Background: an optimization exercise with open tools, aiming at small area, a short achievable clock period and few clock cycles per item. Do not read the settings as production practice. RTL that was checked went through simulation tests only; none was proved equivalent to the original.

Setup of job 8029:
Design wvb_colormap_top, start of the top module:
module wvb_colormap_top (
  input  logic        clk,
  input  logic        rst,
  input  logic        in_valid,
  output logic        in_stall,
  input  logic [15:0] in_ct_ref,
  input  logic [15:0] in_aff_ref,
  input  logic [15:0] in_ct_tar,
  input  logic [15:0] in_aff_tar,
  output logic        out_valid,
  input  logic        out_stall,
  output logic [15:0] out_blend,
  output logic [7:0]  out_red,
  output logic [7:0]  out_green,
  output logic [7:0]  out_blue,
  input  logic        cfg_valid,
  output logic        cfg_ready,
  input  logic [15:0] cfg_data
);
Settings: LEC_CHECK=0, CAP_MARGIN=20, CORE_MARGIN=2, CORE_UTILIZATION=55, CTS_CLUSTER_DIAMETER=100, CTS_CLUSTER_SIZE=20, PLACE_DENSITY=0.7, SETUP_SLACK_MARGIN=4.7, SLEW_MARGIN=20; clock period 8.0 ns.
run.sh (not shown) runs the stock make flow with config.mk's settings and CLKGATE_MAP_FILE= SYNTH_SCRIPT=/design/flow/synth_recipe.tcl, a recipe that flattens the netlist after the stock synthesis.
In summary, job 8029 completed successfully, with a layout that passed the timing, DRC and antenna checks.
Testbench counts of job 8029, summed over its fixed seeds: cycles 12,192, items 12,000.
The inputs of job 3111 differ from those of job 8029 as listed below.
# job 8029
export LEC_CHECK = 0
export CAP_MARGIN = 20
export CORE_MARGIN = 2
export CORE_UTILIZATION = 55
export CTS_CLUSTER_DIAMETER = 100
export CTS_CLUSTER_SIZE = 20
export PLACE_DENSITY = 0.7
export SETUP_SLACK_MARGIN = 4.7
export SLEW_MARGIN = 20
create_clock -name core_clock -period 8.0 [get_ports {clk}]
# job 3111
export LEC_CHECK = 0
export CAP_MARGIN = 20
export CORE_MARGIN = 2
export CORE_UTILIZATION = 50
export CTS_CLUSTER_DIAMETER = 100
export CTS_CLUSTER_SIZE = 20
export PLACE_DENSITY = 0.65
export SETUP_SLACK_MARGIN = 4.5
export SLEW_MARGIN = 20
create_clock -name core_clock -period 8.0 [get_ports {clk}]
## What came out
- Job 3111 ended up with r21_cmm[17] as its launch point of the critical path; job 8029 ended up with r21_cmm[19].
- Job 3111 and job 8029 ended up with roughly the same required arrival time at the worst endpoint.
- Share of the core filled with cells in the final layout was higher in job 8029 than in job 3111.
- Maximum number of pins on one net before global-route repair, job 3111 vs job 8029: up by a few percent

* * *

## delta
Another version of the RTL of wvb_colormap_top (not shown whole).
For scale: about 10000 cells after synthesis, ~2100 flip-flops, about 130 I/O pins, about 120000 um2 of cells after synthesis.
==> flow/config.mk <==
export PLATFORM = sky130hd
export DESIGN_NAME = wvb_colormap_top
export DESIGN_NICKNAME = wvb_colormap_top
export VERILOG_FILES = /design/flow/design.v
export SDC_FILE = /design/flow/constraint.sdc
export NUM_CORES = 4
export LEC_CHECK = 0
export CAP_MARGIN = 20
export CORE_MARGIN = 2
export CORE_UTILIZATION = 65
export CTS_CLUSTER_DIAMETER = 100
export CTS_CLUSTER_SIZE = 20
export PLACE_DENSITY = 0.78
export SETUP_SLACK_MARGIN = 4.5
export SLEW_MARGIN = 20
==> flow/constraint.sdc <==
create_clock -name core_clock -period 8.0 [get_ports {clk}]
set_input_delay 1.6000 -clock core_clock [delete_from_list [all_inputs] [get_ports {clk}]]
set_output_delay 1.6000 -clock core_clock [all_outputs]
set_load 0.01 [all_outputs]
delta was carried through to the last stage, and its layout satisfied the timing, DRC and antenna checks.
Here is what was changed in the inputs of maple compared with delta.
# delta
export LEC_CHECK = 0
export CAP_MARGIN = 20
export CORE_MARGIN = 2
export CORE_UTILIZATION = 65
export CTS_CLUSTER_DIAMETER = 100
export CTS_CLUSTER_SIZE = 20
export PLACE_DENSITY = 0.78
export SETUP_SLACK_MARGIN = 4.5
export SLEW_MARGIN = 20
create_clock -name core_clock -period 8.0 [get_ports {clk}]
# maple
export LEC_CHECK = 0
export CAP_MARGIN = 20
export CORE_MARGIN = 2
export CORE_UTILIZATION = 50
export CTS_CLUSTER_DIAMETER = 100
export CTS_CLUSTER_SIZE = 20
export PLACE_DENSITY = 0.65
export SETUP_SLACK_MARGIN = 4.5
export SLEW_MARGIN = 20
create_clock -name core_clock -period 8.0 [get_ports {clk}]
Notes after the runs:
Summary — number of buffer and inverter stages on the critical path, maple relative to delta: lower, by 5. Diff delta and maple: core utilization lower in maple. maple: number of DRC markers in iteration 0 is 1147 lower than what delta reported. Changes observed in maple relative to delta: maximum number of pins on one net before global-route repair now sits lower, global-route usage went down, delay of the slowest cell on the worst path moved down.
--- input diff maple..yarrow ---
# maple
export LEC_CHECK = 0
export CAP_MARGIN = 20
export CORE_MARGIN = 2
export CORE_UTILIZATION = 50
export CTS_CLUSTER_DIAMETER = 100
export CTS_CLUSTER_SIZE = 20
export PLACE_DENSITY = 0.65
export SETUP_SLACK_MARGIN = 4.5
export SLEW_MARGIN = 20
create_clock -name core_clock -period 8.0 [get_ports {clk}]
# yarrow
export LEC_CHECK = 0
export CAP_MARGIN = 20
export CORE_MARGIN = 2
export CORE_UTILIZATION = 60
export PLACE_DENSITY = 0.72
export SETUP_SLACK_MARGIN = 4.5
export SLEW_MARGIN = 20
create_clock -name core_clock -period 8.0 [get_ports {clk}]
Results
Re total count of hold-check failures in the final report: no difference whatsoever between yarrow and maple.
Sort yarrow and maple by area growth from synthesis to final layout, ascending, and maple comes first.
Worst hold slack (lower): yarrow
No run of this note included a check of the RTL's function; only the layout flow was run.

* * *

Another version of the RTL of wvb_colormap_top (not shown whole).
Size: roughly 10000 cells after synthesis, roughly 130 I/O pins, roughly 120000 um^2 of cells after synthesis.
export LEC_CHECK = 0
export CAP_MARGIN = 20
export CORE_MARGIN = 2
export CORE_UTILIZATION = 50
export PLACE_DENSITY = 0.65
export SETUP_SLACK_MARGIN = 5.0
export SLEW_MARGIN = 20
create_clock -name core_clock -period 8.0 [get_ports {clk}]
The starting point ran to the end with no violations.
Testbench counts at the start, summed over its fixed seeds: cycles 12,200, items 12,000.
==> next run, changes <==
SETUP_SLACK_MARGIN = 4.5   (was 5.0)
=> Sequential share of layout area rises by 3.1 points; fmax goes down by about 3%; cell count falls by about 5%; via count came out lower by about 5%; setup slack degrades by 0.11 ns; non-clock buffer count fell by 704; routed wire length is lower by about 6%; die area stays the same.

* * *

## onyx
wvb_colormap_top with an RTL version that a note above also has.
Size in the first run: roughly 10,000 cells after synthesis, about 130 I/O pins, about 120,000 sq um of cells after synthesis.
clock: 8.0 ns
lec_check: 0
cap_margin: 20
core_margin: 2
core_utilization: 55
cts_cluster_diameter: 100
cts_cluster_size: 20
place_density: 0.7
setup_slack_margin: 4.4
slew_margin: 20
onyx completed end to end with timing, DRC and antenna clean.
Testbench counts of onyx, summed over its fixed seeds: cycles 12,192, items 12,000.
diff inputs: onyx => nickel
# onyx
export LEC_CHECK = 0
export CAP_MARGIN = 20
export CORE_MARGIN = 2
export CORE_UTILIZATION = 55
export CTS_CLUSTER_DIAMETER = 100
export CTS_CLUSTER_SIZE = 20
export PLACE_DENSITY = 0.7
export SETUP_SLACK_MARGIN = 4.4
export SLEW_MARGIN = 20
create_clock -name core_clock -period 8.0 [get_ports {clk}]
# nickel
export LEC_CHECK = 0
export CAP_MARGIN = 20
export CORE_MARGIN = 2
export CORE_UTILIZATION = 55
export CTS_CLUSTER_DIAMETER = 100
export CTS_CLUSTER_SIZE = 20
export PLACE_DENSITY = 0.7
export SETUP_SLACK_MARGIN = 4.5
export SLEW_MARGIN = 20
create_clock -name core_clock -period 8.0 [get_ports {clk}]
## What came out
- The final critical-path share of the clock period reported for nickel is smaller than that of onyx by 1.2 points.
- When nickel is set beside onyx, its area overhead of the layout relative to synthesis turns out to be 0.92 points larger.
- Setup WNS onyx -> nickel: better
- Compare nickel and onyx | sequential portion of the cell area higher: onyx

## afterwards: timing with drivers on the ports
The results above use ideal ports. As a check the final layouts listed here were re-extracted and re-timed, cells and wires unchanged. Step 1 (the two cells are an assumption about what drives the block):
set clk [get_ports {clk}]
set_driving_cell -lib_cell sky130_fd_sc_hd__clkbuf_16 $clk
set_driving_cell -lib_cell sky130_fd_sc_hd__buf_2 [delete_from_list [all_inputs] $clk]
Step 2 adds t to the input delays and takes it off the output delays; t is the mean of the earliest and latest rising clock arrival at the registers after step 1. Input paths then give back, and output paths get back, about the clock's delay inside the block. Three values: ideal ports, drivers, drivers and shift; two values: the first two.
run	t (ns)	slack for setup (ns)	worst setup path after step 2
job 8029	0.864	4.421 / 4.421 / 4.251	input to register
job 3111	0.885	4.349 / 4.349 / 4.174	input to register
delta	0.891	4.518 / 4.518 / 4.292	input to register
maple	0.905	4.556 / 4.556 / 4.196	input to register
yarrow	0.936	4.562 / 4.503 / 4.250	input to register
the first run of note 3	0.940	4.624 / 4.624 / 4.266	input to register
the second run of note 3	0.932	4.513 / 4.492 / 4.279	input to register
onyx	0.861	4.388 / 4.388 / 4.245	input to register
nickel	0.861	4.484 / 4.484 / 4.248	input to register
After both steps setup and hold are still met in every run listed. For maple, which loses most, drivers alone change the setup slack by 0.000 ns; drivers and shift together by -0.360 ns.
